Background: an optimization exercise with open tools, aiming at small area and a short achievable clock period. Do not read the settings as production practice.
Where RTL was checked, it was by simulation tests only, not by an equivalence proof against the original.
Power figures rest on the tool's default switching activity, not on a simulated workload.

==> v13: inputs <==
==> flow/design.v (excerpt) <==
module neuron_pe
(
	input  logic     clock,
	input  logic     reset,
	input  logic [2:0]  ctrl,
	input  logic        output_ctrl,
	input  logic [31:0] data_in,
	output logic [31:0] data_out,
	output logic     data_out_valid
);
	typedef logic [31:0] w32_t;
	neuron_pe_pkg::pe_op_t ctrl_op;
	assign ctrl_op = neuron_pe_pkg::pe_op_t'(ctrl);
	assign data_out_valid = output_ctrl && (ctrl_op == neuron_pe_pkg::op_idle);
	neuron_pe_pkg::pe_cnt_t cnt;
	neuron_pe_pkg::pe_op_t  held;
	logic timed;
	logic issue;
	logic commit;
	assign timed  = !(ctrl_op == neuron_pe_pkg::op_load || ctrl_op == neuron_pe_pkg::op_nop);
	assign issue  = timed && (cnt == '0);
	assign commit = (cnt == neuron_pe_pkg::pe_cnt_t'(3)) && !reset;
	always_ff @(posedge clock)
	begin
		if (reset || !timed)
			cnt <= '0;
		else
			cnt <= cnt + neuron_pe_pkg::pe_cnt_t'(1);
	end
	always_ff @(posedge clock)
	begin
		if (issue)
			held <= ctrl_op;
	end
	logic is_mult_now;
	logic mult_commit;
	logic act_commit;
	assign is_mult_now = (ctrl_op == neuron_pe_pkg::op_ma || ctrl_op == neuron_pe_pkg::op_mab || ctrl_op == neuron_pe_pkg::op_bias);
	assign mult_commit = commit && (held == neuron_pe_pkg::op_ma || held == neuron_pe_pkg::op_mab || held == neuron_pe_pkg::op_bias);
	assign act_commit  = commit && (held == neuron_pe_pkg::op_act || held == neuron_pe_pkg::op_act_clr);
	w32_t wgt_mem [16];
	neuron_pe_pkg::wgt_idx_t  w_wr;
	neuron_pe_pkg::wgt_idx_t  w_wr_nxt;
	logic [16-1:0] w_rd_hot;
	logic w_full;
	logic load_en;
	w32_t w_cur;
	assign load_en  = (ctrl_op == neuron_pe_pkg::op_load) && !w_full;
	assign w_wr_nxt = w_wr + neuron_pe_pkg::wgt_idx_t'(1);
	always_ff @(posedge clock)
	begin
		if (reset)
		begin
			w_wr     <= '0;
			w_rd_hot <= 16'(1);
			w_full   <= 1'b0;
		end
		else
		begin
			if (load_en)
			begin
				w_wr <= w_wr_nxt;
				if (w_rd_hot[w_wr_nxt])
					w_full <= 1'b1;
			end
  ...
clock: 8.0 ns
lec_check: 0
cap_margin: 20
core_margin: 2
core_utilization: 40
cts_buf_list: sky130_fd_sc_hd__clkbuf_8
cts_cluster_diameter: 50
cts_cluster_size: 20
setup_slack_margin: 4.5
slew_margin: 20
synth_hierarchical: 1
synth_minimum_keep_size: 0
tns_end_percent: 1
standard.sh (not shown) runs the stock make flow with config.mk's settings and CLKGATE_MAP_FILE= SYNTH_SCRIPT=/design/flow/synth_recipe.tcl, a recipe that flattens the netlist after the stock synthesis.
==> flow/flow/run.sh <==
#!/bin/bash
# Layout flow: the standard layout (standard.sh, ORFS), with
# - the pins of the combinational input-to-output path placed next to each
#   other (flow/io_group.tcl, run just before ORFS places the pins);
# - plain buffers (buf_2) as the port buffers, which the resizer then sizes,
#   instead of the delay cells buffer_ports picks by default.
set -euo pipefail
here=$(pwd)
cts="-sink_clustering_enable -repair_clock_nets -sink_clustering_size 20 -sink_clustering_max_diameter 50 -buf_list sky130_fd_sc_hd__clkbuf_8 -dont_use_dummy_load"
bash standard.sh finish \
	PRE_IO_PLACEMENT_TCL="$here/flow/io_group.tcl" \
	CTS_ARGS="$cts" \
	BUFFER_PORTS_ARGS="-inputs -outputs -buffer_cell sky130_fd_sc_hd__buf_2" \
	> "$here/standard.log" 2>&1
==> flow/flow/io_group.tcl <==
# The only input-to-output path, ctrl and output_ctrl to data_out_valid,
# is purely combinational; keep its five pins next to each other so that
# their port buffers and the gate between them sit together.
set_io_pin_constraint -group -order -pin_names {ctrl[0] ctrl[1] ctrl[2] output_ctrl data_out_valid}
==> v31 (differences from v13) <==
--- a/flow/design.v
+++ b/flow/design.v
@@ -971,41 +971,15 @@
 		begin
 			acc_s <= nxt_s;
 			acc_c <= nxt_c;
 		end
 	end
-	logic [31:0] bk_g [6];
-	logic [31:0] bk_p [6];
-	logic [31:0] bk_c;
-	always_comb
-	begin
-		bk_g[0] = acc_s & acc_c;
-		bk_p[0] = acc_s ^ acc_c;
-		for (int l = 1; l <= 5; l++)
-		begin
-			bk_g[l] = bk_g[l-1];
-			bk_p[l] = bk_p[l-1];
-			for (int i = 0; i < 32; i++)
-				if ((i % (1 << l)) == (1 << l) - 1)
-				begin
-					bk_g[l][i] = bk_g[l-1][i] | (bk_p[l-1][i] & bk_g[l-1][i - (1 << (l-1))]);
-					bk_p[l][i] = bk_p[l-1][i] & bk_p[l-1][i - (1 << (l-1))];
-				end
-		end
-		bk_c = bk_g[5];
-		for (int l = 4; l >= 1; l--)
-			for (int i = 0; i < 32; i++)
-				if ((i % (1 << l)) == (1 << (l-1)) - 1 && i >= (1 << l))
-					bk_c[i] = bk_g[l-1][i] | (bk_p[l-1][i] & bk_c[i - (1 << (l-1))]);
-		for (int i = 2; i < 32; i += 2)
-			bk_c[i] = bk_g[0][i] | (bk_p[0][i] & bk_c[i-1]);
-	end
-	assign acc = bk_p[0] ^ {bk_c[30:0], 1'b0};
+	assign acc = acc_s + acc_c;
 	w32_t out_mem [4];
 	neuron_pe_pkg::out_idx_t o_wr;
 	neuron_pe_pkg::out_idx_t o_wr_nxt;
-	logic [4-1:0] o_rd_hot;
+	neuron_pe_pkg::out_idx_t o_rd;
 	logic o_full;
 	logic push;
 	logic pop;
 	assign push = act_commit && !o_full;
 	assign pop  = commit && (held == neuron_pe_pkg::op_idle) && output_ctrl;
@@ -1013,32 +987,27 @@
 	always_ff @(posedge clock)
 	begin
 		if (reset)
 		begin
 			o_wr   <= '0;
-			o_rd_hot <= 4'(1);
+			o_rd   <= '0;
 			o_full <= 1'b0;
 		end
 		else
 		begin
 			if (push)
 			begin
 				o_wr <= o_wr_nxt;
-				if (o_rd_hot[o_wr_nxt])
+				if (o_wr_nxt == o_rd)
 					o_full <= 1'b1;
 			end
 			if (pop)
-				o_rd_hot <= {o_rd_hot[4-2:0], o_rd_hot[4-1]};
+				o_rd <= o_rd + neuron_pe_pkg::out_idx_t'(1);
 		end
 	end
 	always_ff @(posedge clock)
 	begin
 		if (push)
 			out_mem[o_wr] <= acc;
 	end
-	always_comb
-	begin
-		data_out = '0;
-		for (int i = 0; i < 4; i++)
-			data_out = data_out | (out_mem[i] & {32{o_rd_hot[i]}});
-	end
+	assign data_out = out_mem[o_rd];
 endmodule
==> flow/run.sh (new file) <==
#!/bin/bash
# synth_recipe.tcl (not shown) runs the flow's synth.tcl, then flattens the netlist and writes it again
# the make line also repeats each setting of config.mk as NAME=value (left out here)
make -C /OpenROAD-flow-scripts/flow DESIGN_CONFIG=/design/flow/config.mk WORK_HOME=/design/flow/orfs CLKGATE_MAP_FILE= SYNTH_SCRIPT=/design/flow/synth_recipe.tcl finish
removed: flow/flow/run.sh
removed: flow/flow/io_group.tcl
removed: flow/standard.sh
==> notes.md <==
- Of v13 and v31, v31 has the higher power (gap 9.0%, measured against v31).
- Against v31, the final area of v13 is lower by 3.5%.
- In v31 the die area is larger than in v13, by about 1%.
- In v31 the routed wire length is larger than in v13, by about 0.34%.
- Of v13 and v31, v31 has the higher cell count (gap about 3.4%, measured against v31).
- In v31 the worst setup slack is worse than in v13, by 170 ps.
- In sequential power, v13 and v31 hardly differ.
- Of v31 and v13, v13 has the higher register-to-register slack (gap 70 ps).
- Against v13, the global-route usage of v31 is lower by 0.42 points.
- Between v13 and v31, the lower synthesized cell count is in v13 (gap about 2%, measured against v31).
- Non-clock buffer count: v31 is higher than v13 (1).
No functional check of the RTL was part of any run of this note.

* * *

==> inputs of zinc <==
==> flow/design.v <==
package neuron_pe_pkg;
	typedef logic signed [32-1:0] pe_word_t;
	typedef logic [$clog2(16)-1:0] wgt_idx_t;
	typedef logic [$clog2(8)-1:0]  in_idx_t;
	typedef logic [$clog2(4)-1:0] out_idx_t;
	typedef logic [2-1:0] pe_cnt_t;
	typedef enum logic [2:0] {
		op_idle    = 3'd0,
		op_load    = 3'd1,
		op_ma      = 3'd2,
		op_mab     = 3'd3,
		op_nop     = 3'd4,
		op_bias    = 3'd5,
		op_act     = 3'd6,
		op_act_clr = 3'd7
	} pe_op_t;
	typedef struct packed {
		pe_op_t op;
		pe_op_t held;
		logic   issue;
		logic   commit;
	} pe_step_t;
endpackage
module op_sequencer
(
	input  logic     clock,
	input  logic     reset,
	input  neuron_pe_pkg::pe_op_t   ctrl,
	output neuron_pe_pkg::pe_step_t step,
	output neuron_pe_pkg::pe_cnt_t  cnt
);
	logic    timed;
	assign timed = !(ctrl == neuron_pe_pkg::op_load || ctrl == neuron_pe_pkg::op_nop);
	always_ff @(posedge clock)
	begin
		if (reset || !timed)
			cnt <= '0;
		else
			cnt <= cnt + neuron_pe_pkg::pe_cnt_t'(1);
	end
	always_ff @(posedge clock)
	begin
		if (step.issue)
			step.held <= ctrl;
	end
	assign step.op     = ctrl;
	assign step.issue  = timed && (cnt == '0);
	assign step.commit = (cnt == neuron_pe_pkg::pe_cnt_t'(3)) && !reset;
endmodule
module weight_store
(
	input  logic     clock,
	input  logic     reset,
	input  neuron_pe_pkg::pe_op_t   ctrl,
	input  neuron_pe_pkg::pe_word_t data_in,
	input  neuron_pe_pkg::pe_step_t step,
	input  neuron_pe_pkg::pe_cnt_t  cnt,
	output logic [7:0] wbyte
);
	neuron_pe_pkg::pe_word_t mem [16];
	neuron_pe_pkg::wgt_idx_t wr_ptr;
	neuron_pe_pkg::wgt_idx_t wr_ptr_nxt;
	logic [16-1:0] rd_hot;
	logic     full;
	logic     load_en;
	logic     is_mult;
	logic     adv;
	neuron_pe_pkg::pe_word_t cur;
	assign load_en = (ctrl == neuron_pe_pkg::op_load) && !full;
	assign is_mult = (step.op == neuron_pe_pkg::op_ma || step.op == neuron_pe_pkg::op_mab || step.op == neuron_pe_pkg::op_bias);
	assign adv     = step.commit && (step.held == neuron_pe_pkg::op_ma || step.held == neuron_pe_pkg::op_mab || step.held == neuron_pe_pkg::op_bias);
	assign wr_ptr_nxt = wr_ptr + neuron_pe_pkg::wgt_idx_t'(1);
	always_ff @(posedge clock)
	begin
		if (reset)
		begin
			wr_ptr <= '0;
			rd_hot <= 16'(1);
			full   <= 1'b0;
		end
		else
		begin
			if (load_en)
			begin
				wr_ptr <= wr_ptr_nxt;
				if (rd_hot[wr_ptr_nxt])
					full <= 1'b1;
			end
			if (adv)
			begin
				rd_hot <= {rd_hot[16-2:0], rd_hot[16-1]};
			end
		end
	end
	always_ff @(posedge clock)
	begin
		if (load_en)
			mem[wr_ptr] <= data_in;
	end
	always_comb
	begin
		cur = '0;
		for (int i = 0; i < 16; i++)
			cur = cur | (mem[i] & {32{rd_hot[i]}});
	end
	always_ff @(posedge clock)
	begin
		if (reset || !is_mult)
			wbyte <= '0;
		else
			wbyte <= cur[8*cnt +: 8];
	end
endmodule
module input_buffer
(
	input  logic     clock,
	input  logic     reset,
	input  neuron_pe_pkg::pe_word_t mul_a,
	input  neuron_pe_pkg::pe_step_t step,
	output neuron_pe_pkg::pe_word_t replay
);
	typedef logic [8-1:0] hot_t;
	neuron_pe_pkg::pe_word_t mem [8];
	neuron_pe_pkg::in_idx_t wr_ptr;
	neuron_pe_pkg::in_idx_t wr_ptr_nxt;
	hot_t    wr_dec;
	hot_t    rd_hot;
	neuron_pe_pkg::in_idx_t start_ptr;
	hot_t    start_dec;
	logic    full;
	logic    rec_en;
	always_ff @(posedge clock)
	begin
		rec_en <= step.issue && (step.op == neuron_pe_pkg::op_ma) && !full;
	end
	assign wr_ptr_nxt = wr_ptr + neuron_pe_pkg::in_idx_t'(1);
	assign wr_dec     = hot_t'(1) << wr_ptr;
	assign start_dec  = hot_t'(1) << start_ptr;
	always_ff @(posedge clock)
	begin
		if (reset)
		begin
			wr_ptr    <= '0;
			rd_hot    <= hot_t'(1);
			start_ptr <= '0;
			full      <= 1'b0;
		end
		else if (step.commit)
		begin
			case (step.held)
				neuron_pe_pkg::op_ma:
				begin
					if (!full)
					begin
						wr_ptr <= wr_ptr_nxt;
						if (rd_hot[wr_ptr_nxt])
							full <= 1'b1;
					end
				end
				neuron_pe_pkg::op_mab:
					rd_hot <= {rd_hot[8-2:0], rd_hot[8-1]};
				neuron_pe_pkg::op_act:
					rd_hot <= start_dec;
				neuron_pe_pkg::op_act_clr:
				begin
					rd_hot    <= wr_dec;
					start_ptr <= wr_ptr;
					full      <= 1'b0;
				end
				default:
				begin
				end
			endcase
		end
	end
	always_ff @(posedge clock)
	begin
		for (int i = 0; i < 8; i++)
			if (rec_en && wr_ptr == i)
				mem[i] <= mul_a;
	end
	always_comb
	begin
		replay = '0;
		for (int i = 0; i < 8; i++)
			replay = replay | (mem[i] & {32{rd_hot[i]}});
	end
endmodule
module mac_unit
(
	input  logic     clock,
	input  logic     reset,
	input  neuron_pe_pkg::pe_word_t data_in,
	input  logic [7:0] wbyte,
	input  neuron_pe_pkg::pe_word_t replay,
	input  neuron_pe_pkg::pe_step_t step,
	output neuron_pe_pkg::pe_word_t acc,
	output neuron_pe_pkg::pe_word_t opnd
);
	typedef logic [31:0] w32_t;
	w32_t mul_a;
	w32_t acc_s;
	w32_t acc_c;
	logic is_act;
	assign is_act = (step.held == neuron_pe_pkg::op_act || step.held == neuron_pe_pkg::op_act_clr);
	always_ff @(posedge clock)
	begin
		if (step.issue)
		begin
			case (step.op)
				neuron_pe_pkg::op_ma:   mul_a <= data_in;
				neuron_pe_pkg::op_mab:  mul_a <= replay;
				neuron_pe_pkg::op_bias: mul_a <= 32'd1;
				default:                mul_a <= '0;
			endcase
		end
		else
			mul_a <= {mul_a[23:0], 8'd0};
	end
	w32_t r0 [10];
	w32_t r1 [7];
	w32_t r2 [5];
	w32_t r3 [4];
	w32_t r4 [3];
	w32_t nxt_s;
	w32_t nxt_c;
	assign r0[0] = acc_s;
	assign r0[1] = acc_c;
	genvar j;
	generate
		for (j = 0; j < 8; j++)
		begin : g_pp
			assign r0[2 + j] = (mul_a << j) & {32{wbyte[j]}};
		end
	endgenerate
	assign r1[0] = r0[0] ^ r0[1] ^ r0[2];
	assign r1[1] = ((r0[0] & r0[1]) | (r0[0] & r0[2]) | (r0[1] & r0[2])) << 1;
	assign r1[2] = r0[3] ^ r0[4] ^ r0[5];
	assign r1[3] = ((r0[3] & r0[4]) | (r0[3] & r0[5]) | (r0[4] & r0[5])) << 1;
	assign r1[4] = r0[6] ^ r0[7] ^ r0[8];
	assign r1[5] = ((r0[6] & r0[7]) | (r0[6] & r0[8]) | (r0[7] & r0[8])) << 1;
	assign r1[6] = r0[9];
	assign r2[0] = r1[0] ^ r1[1] ^ r1[2];
	assign r2[1] = ((r1[0] & r1[1]) | (r1[0] & r1[2]) | (r1[1] & r1[2])) << 1;
	assign r2[2] = r1[3] ^ r1[4] ^ r1[5];
	assign r2[3] = ((r1[3] & r1[4]) | (r1[3] & r1[5]) | (r1[4] & r1[5])) << 1;
	assign r2[4] = r1[6];
	assign r3[0] = r2[0] ^ r2[1] ^ r2[2];
	assign r3[1] = ((r2[0] & r2[1]) | (r2[0] & r2[2]) | (r2[1] & r2[2])) << 1;
	assign r3[2] = r2[3];
	assign r3[3] = r2[4];
	assign r4[0] = r3[0] ^ r3[1] ^ r3[2];
	assign r4[1] = ((r3[0] & r3[1]) | (r3[0] & r3[2]) | (r3[1] & r3[2])) << 1;
	assign r4[2] = r3[3];
	assign nxt_s = r4[0] ^ r4[1] ^ r4[2];
	assign nxt_c = ((r4[0] & r4[1]) | (r4[0] & r4[2]) | (r4[1] & r4[2])) << 1;
	always_ff @(posedge clock)
	begin
		if (reset || (step.commit && is_act))
		begin
			acc_s <= '0;
			acc_c <= '0;
		end
		else
		begin
			acc_s <= nxt_s;
			acc_c <= nxt_c;
		end
	end
	logic [31:0] bk_g [6];
	logic [31:0] bk_p [6];
	logic [31:0] bk_c;
	always_comb
	begin
		bk_g[0] = acc_s & acc_c;
		bk_p[0] = acc_s ^ acc_c;
		for (int l = 1; l <= 5; l++)
		begin
			bk_g[l] = bk_g[l-1];
			bk_p[l] = bk_p[l-1];
			for (int i = 0; i < 32; i++)
				if ((i % (1 << l)) == (1 << l) - 1)
				begin
					bk_g[l][i] = bk_g[l-1][i] | (bk_p[l-1][i] & bk_g[l-1][i - (1 << (l-1))]);
					bk_p[l][i] = bk_p[l-1][i] & bk_p[l-1][i - (1 << (l-1))];
				end
		end
		bk_c = bk_g[5];
		for (int l = 4; l >= 1; l--)
			for (int i = 0; i < 32; i++)
				if ((i % (1 << l)) == (1 << (l-1)) - 1 && i >= (1 << l))
					bk_c[i] = bk_g[l-1][i] | (bk_p[l-1][i] & bk_c[i - (1 << (l-1))]);
		for (int i = 2; i < 32; i += 2)
			bk_c[i] = bk_g[0][i] | (bk_p[0][i] & bk_c[i-1]);
	end
	assign acc = bk_p[0] ^ {bk_c[30:0], 1'b0};
	assign opnd = mul_a;
endmodule
module output_buffer
(
	input  logic     clock,
	input  logic     reset,
	input  neuron_pe_pkg::pe_step_t step,
	input  logic     output_ctrl,
	input  neuron_pe_pkg::pe_word_t acc,
	output neuron_pe_pkg::pe_word_t data_out
);
	neuron_pe_pkg::pe_word_t mem [4];
	neuron_pe_pkg::out_idx_t wr_ptr;
	neuron_pe_pkg::out_idx_t wr_ptr_nxt;
	neuron_pe_pkg::out_idx_t rd_ptr;
	neuron_pe_pkg::out_idx_t rd_ptr_nxt;
	logic     full;
	logic     push;
	logic     pop;
	assign push = step.commit && (step.held == neuron_pe_pkg::op_act || step.held == neuron_pe_pkg::op_act_clr) && !full;
	assign pop  = step.commit && (step.held == neuron_pe_pkg::op_idle) && output_ctrl;
	assign wr_ptr_nxt = wr_ptr + neuron_pe_pkg::out_idx_t'(1);
	assign rd_ptr_nxt = rd_ptr + neuron_pe_pkg::out_idx_t'(1);
	always_ff @(posedge clock)
	begin
		if (reset)
		begin
			wr_ptr <= '0;
			rd_ptr <= '0;
			full   <= 1'b0;
		end
		else
		begin
			if (push)
			begin
				wr_ptr <= wr_ptr_nxt;
				if (wr_ptr_nxt == rd_ptr)
					full <= 1'b1;
			end
			if (pop)
				rd_ptr <= rd_ptr_nxt;
		end
	end
	always_ff @(posedge clock)
	begin
		if (push)
			mem[wr_ptr] <= acc;
	end
	assign data_out = mem[rd_ptr];
endmodule
module neuron_pe
(
	input  logic     clock,
	input  logic     reset,
	input  logic [2:0]  ctrl,
	input  logic        output_ctrl,
	input  logic [31:0] data_in,
	output logic [31:0] data_out,
	output logic     data_out_valid
);
	neuron_pe_pkg::pe_op_t   ctrl_op;
	neuron_pe_pkg::pe_step_t step;
	neuron_pe_pkg::pe_cnt_t  cnt;
	logic [7:0]              wbyte;
	neuron_pe_pkg::pe_word_t replay;
	neuron_pe_pkg::pe_word_t acc;
	neuron_pe_pkg::pe_word_t opnd;
	assign ctrl_op = neuron_pe_pkg::pe_op_t'(ctrl);
	assign data_out_valid = output_ctrl && (ctrl_op == neuron_pe_pkg::op_idle);
	op_sequencer i_op_sequencer (
		.clock (clock),
		.reset (reset),
		.ctrl  (ctrl_op),
		.step  (step),
		.cnt   (cnt)
	);
	weight_store i_weight_store (
		.clock   (clock),
		.reset   (reset),
		.ctrl    (ctrl_op),
		.data_in (data_in),
		.step    (step),
		.cnt     (cnt),
		.wbyte   (wbyte)
	);
	input_buffer i_input_buffer (
		.clock   (clock),
		.reset   (reset),
		.mul_a   (opnd),
		.step    (step),
		.replay  (replay)
	);
	mac_unit i_mac_unit (
		.clock   (clock),
		.reset   (reset),
		.data_in (data_in),
		.wbyte   (wbyte),
		.replay  (replay),
		.step    (step),
		.acc     (acc),
		.opnd    (opnd)
	);
	output_buffer i_output_buffer (
		.clock       (clock),
		.reset       (reset),
		.step        (step),
		.output_ctrl (output_ctrl),
		.acc         (acc),
		.data_out    (data_out)
	);
endmodule
==> flow/run.sh <==
#!/bin/bash
# synth_recipe.tcl (not shown) runs the flow's synth.tcl, then flattens the netlist and writes it again
# the make line also repeats each setting of config.mk as NAME=value (left out here)
make -C /OpenROAD-flow-scripts/flow DESIGN_CONFIG=/design/flow/config.mk WORK_HOME=/design/flow/orfs CLKGATE_MAP_FILE= SYNTH_SCRIPT=/design/flow/synth_recipe.tcl finish
==> flow/config.mk <==
export PLATFORM = sky130hd
export DESIGN_NAME = neuron_pe
export DESIGN_NICKNAME = neuron_pe
export VERILOG_FILES = /design/flow/design.v
export SDC_FILE = /design/flow/constraint.sdc
export NUM_CORES = 4
export LEC_CHECK = 0
export CAP_MARGIN = 20
export CORE_MARGIN = 2
export CORE_UTILIZATION = 40
export CTS_BUF_LIST = sky130_fd_sc_hd__clkbuf_8
export CTS_CLUSTER_DIAMETER = 50
export CTS_CLUSTER_SIZE = 20
export SETUP_SLACK_MARGIN = 4.5
export SLEW_MARGIN = 20
export TNS_END_PERCENT = 1
==> flow/constraint.sdc <==
create_clock -name core_clock -period 8.0 [get_ports {clock}]
set_input_delay 1.6000 -clock core_clock [delete_from_list [all_inputs] [get_ports {clock}]]
set_output_delay 1.6000 -clock core_clock [all_outputs]
set_load 0.01 [all_outputs]
==> fjord: changes against zinc <==
--- a/flow/design.v
+++ b/flow/design.v
@@ -267,33 +267,7 @@
 			acc_c <= nxt_c;
 		end
 	end
-	logic [31:0] bk_g [6];
-	logic [31:0] bk_p [6];
-	logic [31:0] bk_c;
-	always_comb
-	begin
-		bk_g[0] = acc_s & acc_c;
-		bk_p[0] = acc_s ^ acc_c;
-		for (int l = 1; l <= 5; l++)
-		begin
-			bk_g[l] = bk_g[l-1];
-			bk_p[l] = bk_p[l-1];
-			for (int i = 0; i < 32; i++)
-				if ((i % (1 << l)) == (1 << l) - 1)
-				begin
-					bk_g[l][i] = bk_g[l-1][i] | (bk_p[l-1][i] & bk_g[l-1][i - (1 << (l-1))]);
-					bk_p[l][i] = bk_p[l-1][i] & bk_p[l-1][i - (1 << (l-1))];
-				end
-		end
-		bk_c = bk_g[5];
-		for (int l = 4; l >= 1; l--)
-			for (int i = 0; i < 32; i++)
-				if ((i % (1 << l)) == (1 << (l-1)) - 1 && i >= (1 << l))
-					bk_c[i] = bk_g[l-1][i] | (bk_p[l-1][i] & bk_c[i - (1 << (l-1))]);
-		for (int i = 2; i < 32; i += 2)
-			bk_c[i] = bk_g[0][i] | (bk_p[0][i] & bk_c[i-1]);
-	end
-	assign acc = bk_p[0] ^ {bk_c[30:0], 1'b0};
+	assign acc = acc_s + acc_c;
 	assign opnd = mul_a;
 endmodule
 module output_buffer
==> comparison <==
- In sequential share of layout area, fjord and zinc hardly differ.
- Against zinc, the fmax of fjord is higher by about 1.2%.
- Against zinc, the synthesized area of fjord is higher by 0.39%.
- In fjord the worst hold slack is better than in zinc, by 30 ps.
- Sequential power is about the same in zinc and fjord.
- Of zinc and fjord, fjord has the higher worst setup slack (gap 46 ps).
- Critical path depth: fjord is lower than zinc (1).
- Clock power: zinc is higher than fjord (about 5.6%).
The RTL of zinc was laid out without a check of its function.

[what the ideal ports hide]
How much do the figures lean on ideal ports? The routed layouts below were timed once more, with nothing changed but the port constraints.
Step 1 (the two cells are an assumption about what drives the block):
set clk [get_ports {clock}]
set_driving_cell -lib_cell sky130_fd_sc_hd__clkbuf_16 $clk
set_driving_cell -lib_cell sky130_fd_sc_hd__buf_2 [delete_from_list [all_inputs] $clk]
Step 2 moves the port delays by t, midway between the first and last clock arrival at a register: inputs arrive t later, outputs are due t later. That takes back most of the time a late clock gives input paths.
a / b / c = no drivers / after step 1 / after step 2; a / b = the first two.
| run | t (ns) | setup slack, ns | cell pins on the clock port's net |
|---|---|---|---|
| v13 | 0.807 | 4.275 / 4.220 / 3.528 | 1 |
| v31 | 0.851 | 4.101 / 3.963 / 3.516 | 1 |
| zinc | 0.847 | 4.164 / 4.096 / 3.640 | 1 |
| fjord | 0.840 | 4.210 / 4.069 / 3.647 | 1 |
After both steps setup and hold are still met in every run listed. The setup slack of v13, which loses most, moves by -0.055 ns with the drivers and by -0.747 ns with both steps.
